From an optimization exercise on the open Yosys and OpenROAD flow, aimed at small area; shortcuts taken in it are not production practice. The RTL was checked by simulation tests, not by an equivalence proof against the original design. Power figures rest on the tool's default switching activity, not on a simulated workload.

==> flow/design.v <==
package moa_pkg;
   localparam int CHANNELS   = 16;
   localparam int OVERSAMPLE = 16;
   localparam int FULL_SCALE = 4095;
   localparam int UV_PER_MV  = 1000;
   localparam int FUNC_W     = 3;
   localparam int CH_W       = 4;
   localparam int ADC_W      = 12;
   localparam int MV_W       = 16;
   localparam int UV_W       = 26;
   localparam int AGE_W      = 17;
   localparam int ACC_W      = 20;
   localparam int SCAN_W     = 8;
   localparam int CSR_IDX_W  = 2;
   localparam int CSR_DATA_W = 16;
   localparam int PROD_W     = 28;    
   localparam int DIV_W      = 38;    
   localparam int CH_AW      = (CHANNELS > 1) ? $clog2(CHANNELS) : 1;
   localparam logic [FUNC_W-1:0] FUNC_SAMPLE  = 3'd0;
   localparam logic [FUNC_W-1:0] FUNC_ERROR   = 3'd1;
   localparam logic [FUNC_W-1:0] FUNC_TICK    = 3'd2;
   localparam logic [FUNC_W-1:0] FUNC_READ    = 3'd3;
   localparam logic [FUNC_W-1:0] FUNC_CONVERT = 3'd4;
   localparam logic [CSR_IDX_W-1:0] CSR_VREFINT_CAL  = 2'd0;
   localparam logic [CSR_IDX_W-1:0] CSR_NOMINAL_MV   = 2'd1;
   localparam logic [CSR_IDX_W-1:0] CSR_VREF_CHANNEL = 2'd2;
   localparam logic [MV_W-1:0]  NOMINAL_MV_RESET = 16'd3300;
   localparam logic [MV_W-1:0]  MV_MAX           = 16'hFFFF;
   localparam logic [UV_W-1:0]  UV_MAX           = 26'h3FF_FFFF;
   localparam logic [ADC_W-1:0] ADC_MAX          = 12'hFFF;
   localparam logic [AGE_W-1:0] AGE_MAX          = 17'h1_FFFF;
   typedef struct packed {
      logic [FUNC_W-1:0] func;
      logic [CH_W-1:0]   channel;
      logic [ADC_W-1:0]  value;
      logic              last_of_scan;
      logic [MV_W-1:0]   max_age_ms;
   } req_type;
   typedef struct packed {
      logic [ADC_W-1:0] avg_raw;
      logic [MV_W-1:0]  vdda_mv;
      logic [UV_W-1:0]  microvolts;
      logic             ready_res;
      logic             fresh;
   } rsp_type;
   typedef struct packed {
      logic [ADC_W-1:0] vrefint_cal;
      logic [MV_W-1:0]  nominal_vdda_mv;
      logic [CH_W-1:0]  vref_channel;
   } cfg_type;
endpackage
module multichannel_oversample_averager (
   input  logic        clock,
   input  logic        reset,
   input  logic        req_valid,
   output logic        req_ready,
   input  logic [35:0] req_data,
   output logic        rsp_valid,
   input  logic        rsp_ready,
   output logic [55:0] rsp_data,
   input  logic        csr_valid,
   output logic        csr_ready,
   input  logic [1:0]  csr_index,
   input  logic [15:0] csr_data
);
   localparam logic [3:0] S_IDLE = 4'd0;
   localparam logic [3:0] S_CLR  = 4'd1;    
   localparam logic [3:0] S_ADD  = 4'd2;    
   localparam logic [3:0] S_SWA  = 4'd3;    
   localparam logic [3:0] S_SWB  = 4'd4;    
   localparam logic [3:0] S_RNOW = 4'd5;    
   localparam logic [3:0] S_PRE1 = 4'd6;    
   localparam logic [3:0] S_MUL1 = 4'd7;    
   localparam logic [3:0] S_DIV1 = 4'd8;    
   localparam logic [3:0] S_RAVG = 4'd9;    
   localparam logic [3:0] S_MUL2 = 4'd10;   
   localparam logic [3:0] S_MUL3 = 4'd11;   
   localparam logic [3:0] S_DIV2 = 4'd12;   
   localparam logic [3:0] S_OUT  = 4'd13;   
   wire [2:0]  r_func = req_data[35:33];
   wire [3:0]  r_ch   = req_data[32:29];
   wire [11:0] r_val  = req_data[28:17];
   wire        r_last = req_data[16];
   wire [15:0] r_age  = req_data[15:0];
   logic [11:0]  cal;
   logic [15:0]  nom;
   logic [3:0]   vch;
   logic [3:0]   st;
   logic [8:0]   ph;
   logic [3:0]   ch;
   logic         flag;      
   logic [3:0]   scan;
   logic         rdy;
   logic [15:0]  age_n;
   logic         age_cy;    
   logic         age_ovf;   
   logic         fresh;
   logic [11:0]  avg_r;
   logic [15:0]  mv;
   logic         mv_ovf;
   wire  [11:0]  now = mv[15:4];
   logic [37:0]  z;
   logic [511:0] ring;
   logic         cy;
   logic         clamp;
   always_ff @(posedge clock) begin
      if (reset) begin
         cal <= '0;
         nom <= 16'd3300;
         vch <= '0;
      end else if (csr_valid) begin
         case (csr_index)
            2'd0: cal <= csr_data[11:0];
            2'd1: nom <= csr_data;
            2'd2: vch <= csr_data[3:0];
            default: ;
         endcase
      end
   end
   assign csr_ready = 1'b1;
   wire [3:0] slot     = ph[8:5];
   wire [4:0] o        = ph[4:0];
   wire       o_last   = &o;
   wire       idle     = (st == S_IDLE) && o_last;
   wire       accept   = req_valid && idle;
   wire [3:0] tgt      = (st == S_RNOW) ? vch : ch;
   wire       in_slot  = (slot == tgt);
   wire       slot_end = in_slot && o_last;
   wire       ring_st  = (st == S_ADD) || (st == S_SWA) || (st == S_SWB) ||
                         (st == S_RNOW) || (st == S_RAVG);
   wire       st_adv   = o_last && (!ring_st || in_slot) && (st != S_IDLE) &&
                         (st != S_CLR || ph[8:5] == 4'd15);
   wire       st_home  = (st == S_CLR) || (st == S_SWB) || (st == S_ADD && !flag);
   wire  hout   = ring[511];
   wire  addact = (st == S_ADD) && in_slot && (o < 5'd20);
   logic hin;
   always_comb begin
      hin = hout;
      if (st == S_CLR)
         hin = 1'b0;
      else if (st == S_SWA && o >= 5'd20)
         hin = ring[15] | clamp;      
      else if (st == S_SWB && o < 5'd20)
         hin = 1'b0;
      else if (addact)
         hin = hout ^ avg_r[0] ^ cy;
   end
   always_ff @(posedge clock) begin
      ring <= {ring[510:0], hin};
      cy   <= addact & ((hout & avg_r[0]) | (hout & cy) | (avg_r[0] & cy));
      if (o < 5'd16)
         clamp <= 1'b0;
      else if (o < 5'd20)
         clamp <= clamp | hout;
   end
   wire age_inc = (accept && r_func == 3'd2) | age_cy;
   wire age_top = (ph[3:0] == 4'd14);
   always_ff @(posedge clock) begin
      if (st == S_CLR || st == S_SWA)
         age_n <= {1'b1, age_n[15:1]};
      else
         age_n <= {age_n[0] ^ age_inc, age_n[15:1]};
   end
   logic age_le;
   always_comb begin
      age_le = 1'b1;
      for (int i = 0; i < 16; i++)
         age_le = (r_age[i] & age_n[i]) | (age_le & (r_age[i] | age_n[i]));
   end
   wire        mul   = (st == S_MUL1) || (st == S_MUL2) || (st == S_MUL3);
   wire [11:0] mcand = (st == S_MUL1) ? cal : (st == S_MUL2) ? 12'd1000 : avg_r;
   wire [12:0] alu_a = mul ? {1'b0, z[37:26]} : z[37:25];
   wire        mbit  = (st == S_MUL2) ? (!o[4] && (z[0] | mv_ovf)) : z[0];
   wire [12:0] alu_b = mul ? (mbit ? {1'b0, mcand} : 13'd0)
                           : ((st == S_DIV1) ? {1'b1, ~now} : 13'h1000);
   logic [13:0] alu;
   logic [13:0] alu_c;
   always_comb begin
      alu_c[0] = ~mul;
      for (int i = 0; i < 13; i++) begin
         alu[i]     = alu_a[i] ^ alu_b[i] ^ alu_c[i];
         alu_c[i+1] = (alu_a[i] & alu_b[i]) | (alu_a[i] & alu_c[i]) | (alu_b[i] & alu_c[i]);
      end
      alu[13] = alu_c[13];
   end
   wire        ge    = alu[13];
   wire        skip  = (now == 12'd0) || (cal == 12'd0);
   wire        ovf   = |z[25:16];
   wire        run   = (o < 5'd26) && !((st == S_MUL1 || st == S_DIV1) && skip);
   always_ff @(posedge clock) begin
      case (st)
         S_PRE1: if (o_last) z <= {1'b0, now[11:1], 10'd0, nom};
         S_MUL1, S_MUL2, S_MUL3: begin
            if (run) z <= {alu[12:0], z[25:1]};
            if (st == S_MUL2 && o_last) z[36:26] <= '1;
         end
         S_DIV1, S_DIV2: begin
            if (run) z <= ge ? {alu[11:0], z[24:0], 1'b1} : {z[36:0], 1'b0};
            if (st == S_DIV1 && o_last) z[37:26] <= '0;
         end
         default: ;
      endcase
   end
   always_ff @(posedge clock) begin
      if (st == S_RNOW && in_slot && o >= 5'd20)
         mv <= {hout, mv[15:1]};
      else if (st == S_MUL2 && !o[4])
         mv <= {z[0] | mv_ovf, mv[15:1]};
   end
   always_ff @(posedge clock) begin
      if (st == S_DIV1 && o_last)
         mv_ovf <= ovf;
   end
   always_ff @(posedge clock) begin
      if (accept)
         avg_r <= r_val;
      else if ((st == S_ADD && in_slot) || (st == S_DIV2 && !flag))
         avg_r <= {1'b0, avg_r[11:1]};
      else if (st == S_RAVG && in_slot && o >= 5'd20)
         avg_r <= {hout, avg_r[11:1]};
   end
   always_ff @(posedge clock) begin
      if (accept) begin
         ch    <= r_ch;
         flag  <= (r_func == 3'd0) ? (r_last && (scan == 4'd15)) : (r_func == 3'd3);
         fresh <= rdy && !age_ovf && age_le;
      end
   end
   always_ff @(posedge clock) begin
      if (reset) begin
         st      <= S_CLR;
         ph      <= '0;
         scan    <= '0;
         rdy     <= 1'b0;
         age_cy  <= 1'b0;
         age_ovf <= 1'b0;
      end else begin
         ph     <= ph + 1'b1;
         age_cy <= age_inc && !age_n[0] && !age_top;
         if (age_inc && !age_n[0] && age_top)
            age_ovf <= 1'b1;
         if (accept) begin
            case (r_func)
               3'd0: begin
                  st <= S_ADD;
                  if (r_last) begin
                     scan <= scan + 1'b1;
                     if (scan == 4'd15) begin
                        age_ovf <= 1'b0;
                        rdy     <= 1'b1;
                     end
                  end
               end
               3'd1: rdy <= 1'b0;
               3'd3, 3'd4: st <= S_RNOW;
               default: ;
            endcase
         end
         if (st == S_OUT) begin
            if (rsp_ready) st <= S_IDLE;
         end else if (st_adv) begin
            if (st_home) st <= S_IDLE;
            else if (st == S_DIV1 && !flag) st <= S_MUL2;
            else st <= st + 1'b1;
         end
      end
   end
   assign req_ready = idle;
   assign rsp_valid = (st == S_OUT);
   assign rsp_data  = {avg_r, mv, z[25:0], rdy, fresh};
endmodule
clock: 9.0 ns
lec_check: 0
cap_margin: 5
core_margin: 2
core_utilization: 60
place_density: 0.7
slew_margin: 5
standard.sh (not shown) runs the stock make flow with config.mk's settings and CLKGATE_MAP_FILE= SYNTH_SCRIPT=/design/flow/synth_recipe.tcl, a recipe that flattens the netlist after the stock synthesis.
==> flow/flow/run.sh <==
#!/bin/bash
# Standard layout with three changes:
#  - synthesis maps the logic with an area-oriented ABC script (flow/synth.tcl),
#  - ports get a small buffer (buf_1) instead of the default,
#  - clock tree synthesis uses buf_12 leaves and inserts no dummy loads.
set -euo pipefail
export BUFFER_PORTS_ARGS="-buffer_cell sky130_fd_sc_hd__buf_1"
export CTS_ARGS="-sink_clustering_enable -repair_clock_nets -dont_use_dummy_load -buf_list sky130_fd_sc_hd__buf_12 -sink_clustering_size 28 -sink_clustering_max_diameter 90"
bash standard.sh SYNTH_SCRIPT="$PWD/flow/synth.tcl" finish > standard.log 2>&1
==> flow/flow/abc_area.script <==
&get -n
&st
&deepsyn -T 60
&dch -f
&nf -a
&st
&syn2
&dch -f
&nf -a
&put
==> flow/flow/synth.tcl <==
# The standard flow's synthesis script (synth_recipe.tcl, in the work folder), with one
# change: ABC maps the combinational logic with an area-oriented script
# (abc_area.script, beside this file: a 60-second &deepsyn run, then area
# mapping) instead of ORFS's speed script.
# Registers are mapped before ABC runs, so they are the same as the standard flow's.
set flow_dir [file dirname [file normalize [info script]]]
set area_script [file join $flow_dir abc_area.script]
proc abc {args} {
   global area_script
   set i [lsearch -exact $args -script]
   if {$i >= 0} {
      set args [lreplace $args $i [expr {$i + 1}] -script $area_script]
   }
   yosys abc {*}$args
}
source [file join $flow_dir .. synth_recipe.tcl]
Next try:
--- a/flow/design.v
+++ b/flow/design.v
@@ -66,15 +66,15 @@
    localparam logic [3:0] S_IDLE = 4'd0;
    localparam logic [3:0] S_CLR  = 4'd1;    
    localparam logic [3:0] S_ADD  = 4'd2;    
    localparam logic [3:0] S_SWA  = 4'd3;    
    localparam logic [3:0] S_SWB  = 4'd4;    
-   localparam logic [3:0] S_RNOW = 4'd5;    
-   localparam logic [3:0] S_PRE1 = 4'd6;    
-   localparam logic [3:0] S_MUL1 = 4'd7;    
-   localparam logic [3:0] S_DIV1 = 4'd8;    
-   localparam logic [3:0] S_RAVG = 4'd9;    
+   localparam logic [3:0] S_RAVG = 4'd5;    
+   localparam logic [3:0] S_RNOW = 4'd6;    
+   localparam logic [3:0] S_PRE1 = 4'd7;    
+   localparam logic [3:0] S_MUL1 = 4'd8;    
+   localparam logic [3:0] S_DIV1 = 4'd9;    
    localparam logic [3:0] S_MUL2 = 4'd10;   
    localparam logic [3:0] S_MUL3 = 4'd11;   
    localparam logic [3:0] S_DIV2 = 4'd12;   
    localparam logic [3:0] S_OUT  = 4'd13;   
    wire [2:0]  r_func = req_data[35:33];
@@ -85,11 +85,10 @@
    logic [11:0]  cal;
    logic [15:0]  nom;
    logic [3:0]   vch;
    logic [3:0]   st;
    logic [8:0]   ph;
-   logic [3:0]   ch;
    logic         flag;      
    logic [3:0]   scan;
    logic         rdy;
    logic [15:0]  age_n;
    logic         age_cy;    
@@ -121,10 +120,11 @@
    wire [3:0] slot     = ph[8:5];
    wire [4:0] o        = ph[4:0];
    wire       o_last   = &o;
    wire       idle     = (st == S_IDLE) && o_last;
    wire       accept   = req_valid && idle;
+   wire [3:0] ch       = z[3:0];
    wire [3:0] tgt      = (st == S_RNOW) ? vch : ch;
    wire       in_slot  = (slot == tgt);
    wire       slot_end = in_slot && o_last;
    wire       ring_st  = (st == S_ADD) || (st == S_SWA) || (st == S_SWB) ||
                          (st == S_RNOW) || (st == S_RAVG);
@@ -187,10 +187,11 @@
    wire        skip  = (now == 12'd0) || (cal == 12'd0);
    wire        ovf   = |z[25:16];
    wire        run   = (o < 5'd26) && !((st == S_MUL1 || st == S_DIV1) && skip);
    always_ff @(posedge clock) begin
       case (st)
+         S_IDLE: if (accept) z[3:0] <= r_ch;
          S_PRE1: if (o_last) z <= {1'b0, now[11:1], 10'd0, nom};
          S_MUL1, S_MUL2, S_MUL3: begin
             if (run) z <= {alu[12:0], z[25:1]};
             if (st == S_MUL2 && o_last) z[36:26] <= '1;
          end
@@ -219,11 +220,10 @@
       else if (st == S_RAVG && in_slot && o >= 5'd20)
          avg_r <= {hout, avg_r[11:1]};
    end
    always_ff @(posedge clock) begin
       if (accept) begin
-         ch    <= r_ch;
          flag  <= (r_func == 3'd0) ? (r_last && (scan == 4'd15)) : (r_func == 3'd3);
          fresh <= rdy && !age_ovf && age_le;
       end
    end
    always_ff @(posedge clock) begin
@@ -250,19 +250,19 @@
                         rdy     <= 1'b1;
                      end
                   end
                end
                3'd1: rdy <= 1'b0;
-               3'd3, 3'd4: st <= S_RNOW;
+               3'd3: st <= S_RAVG;
+               3'd4: st <= S_RNOW;
                default: ;
             endcase
          end
          if (st == S_OUT) begin
             if (rsp_ready) st <= S_IDLE;
          end else if (st_adv) begin
             if (st_home) st <= S_IDLE;
-            else if (st == S_DIV1 && !flag) st <= S_MUL2;
             else st <= st + 1'b1;
          end
       end
    end
    assign req_ready = idle;
=> Synthesized cell count goes up by about 4.4%; core utilization goes up by 0.12 points; worst setup slack loses 400 ps; design area hardly moves; area after synthesis hardly moves; total power goes down by 0.53%; sequential cell count goes down by 4; non-clock buffer count goes up by 1.

========
RTL: the design.v shown in full above, as it stands there.
Settings: LEC_CHECK=0, CAP_MARGIN=5, CORE_MARGIN=2, CORE_UTILIZATION=60, PLACE_DENSITY=0.7, SLEW_MARGIN=5; clock period 9.0 ns.
==> flow/flow/abc_area.script <==
&get -n
&st
&syn2
&dch -f
&nf -a
&st
&syn2
&dch -f
&nf -a
&st
&dch -f
&nf -a
&put
==> flow/flow/synth.tcl <==
# The standard flow's synthesis script (synth_recipe.tcl, in the work folder), with one
# change: ABC maps the combinational logic with an area-oriented script
# (abc_area.script, beside this file) instead of ORFS's speed script.
# Registers are mapped before ABC runs, so they are the same as the standard flow's.
set flow_dir [file dirname [file normalize [info script]]]
set area_script [file join $flow_dir abc_area.script]
proc abc {args} {
   global area_script
   set i [lsearch -exact $args -script]
   if {$i >= 0} {
      set args [lreplace $args $i [expr {$i + 1}] -script $area_script]
   }
   yosys abc {*}$args
}
source [file join $flow_dir .. synth_recipe.tcl]
Scripts as last shown in full above: flow/flow/run.sh
Edit:
--- a/flow/design.v
+++ b/flow/design.v
@@ -97,9 +97,8 @@
    logic         fresh;
    logic [11:0]  avg_r;
    logic [15:0]  mv;
-   logic         mv_ovf;
    wire  [11:0]  now = mv[15:4];
-   logic [37:0]  z;
+   logic [39:0]  z;
    logic [511:0] ring;
    logic         cy;
    logic         clamp;
@@ -169,9 +168,8 @@
    end
    wire        mul   = (st == S_MUL1) || (st == S_MUL2) || (st == S_MUL3);
    wire [11:0] mcand = (st == S_MUL1) ? cal : (st == S_MUL2) ? 12'd1000 : avg_r;
-   wire [12:0] alu_a = mul ? {1'b0, z[37:26]} : z[37:25];
-   wire        mbit  = (st == S_MUL2) ? (!o[4] && (z[0] | mv_ovf)) : z[0];
-   wire [12:0] alu_b = mul ? (mbit ? {1'b0, mcand} : 13'd0)
+   wire [12:0] alu_a = mul ? {1'b0, z[39:28]} : z[39:27];
+   wire [12:0] alu_b = mul ? (z[0] ? {1'b0, mcand} : 13'd0)
                            : ((st == S_DIV1) ? {1'b1, ~now} : 13'h1000);
    logic [13:0] alu;
    logic [13:0] alu_c;
@@ -185,18 +183,18 @@
    end
    wire        ge    = alu[13];
    wire        skip  = (now == 12'd0) || (cal == 12'd0);
-   wire        ovf   = |z[25:16];
-   wire        run   = (o < 5'd26) && !((st == S_MUL1 || st == S_DIV1) && skip);
+   wire        ovf   = |z[27:16];
+   wire        run   = ~(o[4] & o[3] & o[2]) && !((st == S_MUL1 || st == S_DIV1) && skip);
    always_ff @(posedge clock) begin
       case (st)
-         S_PRE1: if (o_last) z <= {1'b0, now[11:1], 10'd0, nom};
+         S_PRE1: if (o_last) z <= {1'b0, now[11:1], 12'd0, nom};
          S_MUL1, S_MUL2, S_MUL3: begin
-            if (run) z <= {alu[12:0], z[25:1]};
-            if (st == S_MUL2 && o_last) z[36:26] <= '1;
+            if (run) z <= {alu[12:0], z[27:1]};
+            if (st == S_MUL2 && o_last) z[38:28] <= '1;
          end
          S_DIV1, S_DIV2: begin
-            if (run) z <= ge ? {alu[11:0], z[24:0], 1'b1} : {z[36:0], 1'b0};
-            if (st == S_DIV1 && o_last) z[37:26] <= '0;
+            if (run) z <= ge ? {alu[11:0], z[26:0], 1'b1} : {z[38:0], 1'b0};
+            if (st == S_DIV1 && o_last) z <= {24'd0, z[15:0] | {16{ovf}}};
          end
          default: ;
       endcase
@@ -205,11 +203,7 @@
       if (st == S_RNOW && in_slot && o >= 5'd20)
          mv <= {hout, mv[15:1]};
       else if (st == S_MUL2 && !o[4])
-         mv <= {z[0] | mv_ovf, mv[15:1]};
-   end
-   always_ff @(posedge clock) begin
-      if (st == S_DIV1 && o_last)
-         mv_ovf <= ovf;
+         mv <= {z[0], mv[15:1]};
    end
    always_ff @(posedge clock) begin
       if (accept)
Result:
- worst setup slack gains 0.54 ns
- sequential share of layout area is lower by 0.29 points
- fmax is higher by a few percent
- synthesized cell count hardly moves
- critical path depth is higher by 1
- count of clock-buffer cells in the layout stays the same
- non-clock buffer count is higher by 1
- first-iteration DRC count is higher by a few percent
- routed wire length is higher by a few percent
- die area is higher slightly
- core utilization is lower by 0.85 points
- cell count is higher slightly
- sequential power barely changes
- global-route usage is higher by 0.20 points

[what the ideal ports hide]
The results above use ideal ports. As a check the final layouts listed here were re-extracted and re-timed, cells and wires unchanged.
Step 1 assumes that a clkbuf_16 drives the clock port and a buf_2 every other input.
Step 2 times the ports against the registers' clock, not the clock port: input delays grow and output delays shrink by t, the midpoint of the rising clock arrivals with the driver on.
Three values: no drivers, after step 1, after step 2; two values: the first two.
run	t (ns)	setup slack, ns	cell pins on the clock port's net
the first run of note 1	0.547	1.008 / 1.008 / 1.008	1
the second run of note 1	0.534	0.609 / 0.609 / 0.609	1
the first run of note 2	0.550	0.679 / 0.679 / 0.679	1
the second run of note 2	0.542	1.222 / 1.222 / 1.222	1
After both steps every run listed still meets setup and hold.
